From an optimization exercise on the open Yosys and OpenROAD flow, aimed at small area, a short achievable clock period and few clock cycles per item; shortcuts taken in it are not production practice.
At most, simulation tests tie the RTL to the original design; equivalence was not proved.
Power is estimated from default activity; no workload was simulated.

run D:
==> flow/design.v <==
package ftss_pkg;
    localparam int FTSS_SECTOR_BYTES      = 512;
    localparam int FTSS_FILE_SECTOR_LIMIT = 32;
    localparam int FTSS_QUEUE_DEPTH       = 2;
    localparam int STATUS_W = 3;
    localparam int FILE_W   = 16;
    localparam int OFFSET_W = 9;
    localparam int COUNT_W  = 10;
    localparam int ADDR_W   = 4;
    typedef enum logic [STATUS_W-1:0] {
        ST_CHUNK   = 3'd0,
        ST_EMPTY   = 3'd1,
        ST_NOSPACE = 3'd2,
        ST_BADPOS  = 3'd3,
        ST_ERASED  = 3'd4
    } status_t;
    typedef enum logic [1:0] {
        REG_ERASED = 2'd0,
        REG_SPF    = 2'd1,
        REG_MAIN   = 2'd2,
        REG_BACKUP = 2'd3
    } reg_index_t;
endpackage
import ftss_pkg::*;
module file_transfer_sector_splitter
#(
    parameter int SECTOR_BYTES      = FTSS_SECTOR_BYTES,
    parameter int FILE_SECTOR_LIMIT = FTSS_FILE_SECTOR_LIMIT
) (
    input  logic                aclk,
    input  logic                aresetn,
    input  logic                psel,
    input  logic                penable,
    input  logic                pwrite,
    input  logic [ADDR_W-1:0]   paddr,
    input  logic [31:0]         pwdata,
    output logic [31:0]         prdata,
    output logic                pready,
    input  logic                s_valid,
    output logic                s_ready,
    input  logic                s_req_type,
    input  logic [FILE_W-1:0]   s_file_index,
    input  logic signed [31:0]  s_position,
    input  logic [31:0]         s_transfer_length,
    output logic                m_valid,
    input  logic                m_ready,
    output logic [STATUS_W-1:0] m_status,
    output logic [31:0]         m_physical_sector,
    output logic [OFFSET_W-1:0] m_sector_offset,
    output logic [COUNT_W-1:0]  m_chunk_bytes,
    output logic                m_last
);
    logic        erased_reg;
    logic [5:0]  spf_reg;
    logic [31:0] main_reg;
    logic [31:0] backup_reg;
    logic        cfg_write;
    logic [1:0]  cfg_index;
    assign pready    = 1'b1;
    assign cfg_write = psel && penable && pwrite;
    assign cfg_index = paddr[3:2];
    always_ff @(posedge aclk) begin
        if (!aresetn) begin
            erased_reg <= 1'b0;
            spf_reg    <= 6'd1;
            main_reg   <= 32'd0;
            backup_reg <= 32'd1;
        end else if (cfg_write) begin
            unique case (cfg_index)
                REG_ERASED: erased_reg <= pwdata[0];
                REG_SPF:    spf_reg    <= pwdata[5:0];
                REG_MAIN:   main_reg   <= pwdata;
                REG_BACKUP: backup_reg <= pwdata;
                default:    erased_reg <= erased_reg;
            endcase
        end
    end
    always_comb begin
        unique case (cfg_index)
            REG_ERASED: prdata = {31'd0, erased_reg};
            REG_SPF:    prdata = {26'd0, spf_reg};
            REG_MAIN:   prdata = main_reg;
            REG_BACKUP: prdata = backup_reg;
            default:    prdata = '0;
        endcase
    end
    logic        a_big, b_big, cfg_eq;
    always_comb begin
        a_big  = |main_reg[31:22];
        b_big  = |backup_reg[31:22];
        cfg_eq = (a_big == b_big) && (main_reg[21:0] == backup_reg[21:0]);
    end
    logic [5:0]          spf_e;
    logic                pos_oob;
    logic [STATUS_W-1:0] in_status;
    logic [15:0]         in_sum;
    logic [14:0]         in_end;
    logic [20:0]         in_s0;
    logic [20:0]         pp0, pp1, pp2, pp3, pp4, pp5;
    logic [41:0]         cs1, cs2, cs3, cs4;
    function automatic logic [41:0] csa(input logic [20:0] x, input logic [20:0] y,
                                        input logic [20:0] z);
        logic [20:0] sum, cry;
        sum = x ^ y ^ z;
        cry = {((x[19:0] & y[19:0]) | (x[19:0] & z[19:0]) | (y[19:0] & z[19:0])), 1'b0};
        csa = {cry, sum};
    endfunction
    logic                r_valid;
    logic [STATUS_W-1:0] r_status;
    logic [20:0]         r_s0;
    logic [13:0]         r_pos;
    logic [14:0]         r_end;
    logic                o_take;
    always_comb begin
        spf_e   = spf_reg[5] ? 6'd32 : {1'b0, spf_reg[4:0]};
        pos_oob = (|s_position[30:14]) || ({1'b0, s_position[13:9]} >= spf_e);
        if (erased_reg)
            in_status = ST_ERASED;
        else if (s_position[31])
            in_status = ST_BADPOS;
        else if (pos_oob)
            in_status = s_req_type ? ST_NOSPACE : ST_EMPTY;
        else if (s_transfer_length == 32'd0)
            in_status = ST_EMPTY;
        else
            in_status = ST_CHUNK;
        in_sum = {2'b00, s_position[13:0]} + {1'b0, s_transfer_length[14:0]};
        in_end = ((|s_transfer_length[31:15]) || (in_sum[15:9] >= {1'b0, spf_e}))
               ? {spf_e, 9'd0} : in_sum[14:0];
        pp0 = {5'd0, s_file_index & {16{spf_e[0]}}};
        pp1 = {4'd0, s_file_index & {16{spf_e[1]}}, 1'b0};
        pp2 = {3'd0, s_file_index & {16{spf_e[2]}}, 2'b0};
        pp3 = {2'd0, s_file_index & {16{spf_e[3]}}, 3'b0};
        pp4 = spf_e[5] ? {s_file_index, 5'd0} : {1'd0, s_file_index & {16{spf_e[4]}}, 4'b0};
        pp5 = {16'd0, s_position[13:9]};
        cs1    = csa(pp0, pp1, pp2);
        cs2    = csa(pp3, pp4, pp5);
        cs3    = csa(cs1[20:0], cs1[41:21], cs2[20:0]);
        cs4    = csa(cs3[20:0], cs3[41:21], cs2[41:21]);
        in_s0  = cs4[20:0] + cs4[41:21];
    end
    assign s_ready = !r_valid || o_take;
    always_ff @(posedge aclk) begin
        if (!aresetn) begin
            r_valid <= 1'b0;
        end else if (s_valid && s_ready) begin
            r_valid <= 1'b1;
        end else if (o_take) begin
            r_valid <= 1'b0;
        end
    end
    always_ff @(posedge aclk) begin
        if (s_valid && s_ready) begin
            r_status <= in_status;
            r_s0     <= in_s0;
            r_pos    <= s_position[13:0];
            r_end    <= in_end;
        end
    end
    logic                o_valid;
    logic [STATUS_W-1:0] o_status;
    logic [21:0]         o_sector;
    logic [13:0]         o_pos;      
    logic [4:0]          o_ke;       
    logic [9:0]          o_lb;       
    logic                o_more;     
    logic                o_last;
    logic [9:0]          o_top;
    always_comb begin
        o_last = !o_more;
        o_top  = o_last ? o_lb : 10'd512;
    end
    logic                sx_step;
    logic [21:0]         sx_x;
    logic [22:0]         sx_da, sx_db;
    logic                sx_a_ge, sx_b_ge, sx_a_m1, sx_b_m1, sx_a_m2, sx_b_m2;
    logic                sx_g1, sx_g2, sx_e1, sx_f;
    logic [1:0]          sx_inc;
    logic [21:0]         sx_sector;
    logic [19:0]         sx_up1;
    logic [2:0]          sx_lo;
    always_comb begin
        sx_step = o_more;
        sx_x    = sx_step ? o_sector : {1'b0, r_s0};
        sx_da   = {1'b0, sx_x} - {1'b0, main_reg[21:0]};
        sx_db   = {1'b0, sx_x} - {1'b0, backup_reg[21:0]};
        sx_a_ge = !a_big && !sx_da[22];
        sx_b_ge = !b_big && !sx_db[22];
        sx_a_m1 = !a_big && (sx_da == 23'h7F_FFFF);
        sx_b_m1 = !b_big && (sx_db == 23'h7F_FFFF);
        sx_a_m2 = !a_big && (sx_da == 23'h7F_FFFE);
        sx_b_m2 = !b_big && (sx_db == 23'h7F_FFFE);
        sx_g1   = sx_a_ge || sx_b_ge;
        sx_g2   = cfg_eq ? sx_g1 : ((sx_a_ge || sx_a_m1) && (sx_b_ge || sx_b_m1));
        sx_e1   = sx_a_m1 || sx_b_m1;
        sx_f    = cfg_eq || sx_a_m2 || sx_b_m2;
        if (sx_step)
            sx_inc = sx_e1 ? (sx_f ? 2'd3 : 2'd2) : 2'd1;
        else
            sx_inc = {sx_g1 && sx_g2, sx_g1 ^ sx_g2};
        sx_up1    = sx_x[21:2] ^ (sx_x[21:2] + 20'd1);
        sx_lo     = {1'b0, sx_x[1:0]} + {1'b0, sx_inc};
        sx_sector = {sx_x[21:2] ^ (sx_up1 & {20{sx_lo[2]}}), sx_lo[1:0]};
    end
    logic o_done, o_step;
    assign o_done = o_valid && m_ready && o_last;
    assign o_take = !o_valid || o_done;
    assign o_step = o_valid && m_ready && !o_last;
    always_ff @(posedge aclk) begin
        if (!aresetn) begin
            o_valid <= 1'b0;
            o_more  <= 1'b0;
        end else if (o_take) begin
            o_valid <= r_valid;
            o_more  <= r_valid && (r_status == ST_CHUNK)
                    && (5'(r_end[14:9] - {5'd0, r_end[8:0] == 9'd0}) != r_pos[13:9]);
        end else if (o_step) begin
            o_more  <= (o_ke != o_pos[13:9] + 5'd1);
        end
    end
    always_ff @(posedge aclk) begin
        if (o_take && r_valid) begin
            o_status <= r_status;
            if (r_status == ST_CHUNK) begin
                o_sector <= sx_sector;
                o_pos    <= r_pos;
                o_ke     <= 5'(r_end[14:9] - {5'd0, r_end[8:0] == 9'd0});
                o_lb     <= {r_end[8:0] == 9'd0, r_end[8:0]};
            end else begin
                o_sector <= '0;
                o_pos    <= '0;
                o_ke     <= '0;
                o_lb     <= '0;
            end
        end else if (o_step) begin
            o_sector <= sx_sector;
            o_pos    <= {o_pos[13:9] + 5'd1, 9'd0};
        end
    end
    assign m_valid           = o_valid;
    assign m_status          = o_status;
    assign m_physical_sector = {10'd0, o_sector};
    assign m_sector_offset   = o_pos[8:0];
    assign m_chunk_bytes     = o_top - {1'b0, o_pos[8:0]};
    assign m_last            = o_last;
endmodule
==> flow/config.mk <==
export PLATFORM = sky130hd
export DESIGN_NAME = file_transfer_sector_splitter
export DESIGN_NICKNAME = file_transfer_sector_splitter
export VERILOG_FILES = /design/flow/design.v
export SDC_FILE = /design/flow/constraint.sdc
export NUM_CORES = 4
export LEC_CHECK = 0
export ABC_AREA = 1
export CAP_MARGIN = 20
export CORE_MARGIN = 2
export CORE_UTILIZATION = 40
export SETUP_SLACK_MARGIN = 1.5
export SLEW_MARGIN = 20
==> flow/constraint.sdc <==
create_clock -name core_clock -period 5.5 [get_ports {aclk}]
set_input_delay 1.1000 -clock core_clock [delete_from_list [all_inputs] [get_ports {aclk}]]
set_output_delay 1.1000 -clock core_clock [all_outputs]
set_load 0.01 [all_outputs]
standard.sh (not shown) runs the stock make flow with config.mk's settings and CLKGATE_MAP_FILE= SYNTH_SCRIPT=/design/flow/synth_recipe.tcl, a recipe that flattens the netlist after the stock synthesis.
==> flow/flow/run.sh <==
#!/bin/bash
# The standard layout (standard.sh), with Yosys's adder-cell mapping turned off
# (ABC maps adders and comparators as plain logic) and the port buffers made as
# sky130_fd_sc_hd__buf_1 cells. Registers are those of the standard synthesis.
set -euo pipefail
bash standard.sh ADDER_MAP_FILE= "BUFFER_PORTS_ARGS=-buffer_cell sky130_fd_sc_hd__buf_1" finish > make_finish.log 2>&1
Run D did not stop at any stage, and its layout met the timing, design-rule and antenna checks.
Setup changes, run D to run C
-- flow/design.v --
<<< run D, line 178
    logic [1:0]          sx_inc;
    logic [21:0]         sx_sector;
    logic [19:0]         sx_up1;
    logic [2:0]          sx_lo;
    always_comb begin
        sx_step = o_more;
>>> run C, line 178
    logic [1:0]          sx_inc;
    logic [21:0]         sx_sector;
    always_comb begin
        sx_step = o_more;
<<< run D, line 199
        else
            sx_inc = {sx_g1 && sx_g2, sx_g1 ^ sx_g2};
        sx_up1    = sx_x[21:2] ^ (sx_x[21:2] + 20'd1);
        sx_lo     = {1'b0, sx_x[1:0]} + {1'b0, sx_inc};
        sx_sector = {sx_x[21:2] ^ (sx_up1 & {20{sx_lo[2]}}), sx_lo[1:0]};
    end
    logic o_done, o_step;
>>> run C, line 197
        else
            sx_inc = {sx_g1 && sx_g2, sx_g1 ^ sx_g2};
        sx_sector = sx_x + {20'd0, sx_inc};
    end
    logic o_done, o_step;
Findings:
- On total power, run C does better than run D.
- Run C ends up with lower synthesized cell count than run D does.
- Sequential share of layout area ended up 0.51 points higher on run C than on run D.
- In run C, the post-route fraction of the period consumed by the critical path came out 0.42 points above the value in run D.
- Compared with run D, run C shows a lower post-route cell area.
Testbench counts of run C, summed over its fixed seeds: cycles 49,244, requests 12,000.
No functional check of the RTL was part of run D.

-- what the ideal ports hide --
No port has a modelled driver above. Below, the same layouts with a new extraction and two added sets of constraints.
Step 1 (the two cells are an assumption about what drives the block):
set clk [get_ports {aclk}]
set_driving_cell -lib_cell sky130_fd_sc_hd__clkbuf_16 $clk
set_driving_cell -lib_cell sky130_fd_sc_hd__buf_2 [delete_from_list [all_inputs] $clk]
Step 2 times the ports against the registers' clock, not the clock port: input delays grow and output delays shrink by t, the midpoint of the rising clock arrivals with the driver on.
Slacks: no drivers / after step 1 / after step 2; pairs: no drivers / after step 1.
run | t, ns | setup slack, ns | worst slew at a driven data input, ns | pins driven straight from the clock port
run D | 0.508 | 1.583 / 1.533 / 1.249 | 0.09 | 1
run C | 0.504 | 1.559 / 1.559 / 1.318 | 0.07 | 1
After both steps setup and hold are still met in every run listed. The setup slack of run D, which loses most, moves by -0.050 ns with the drivers and by -0.334 ns with both steps.
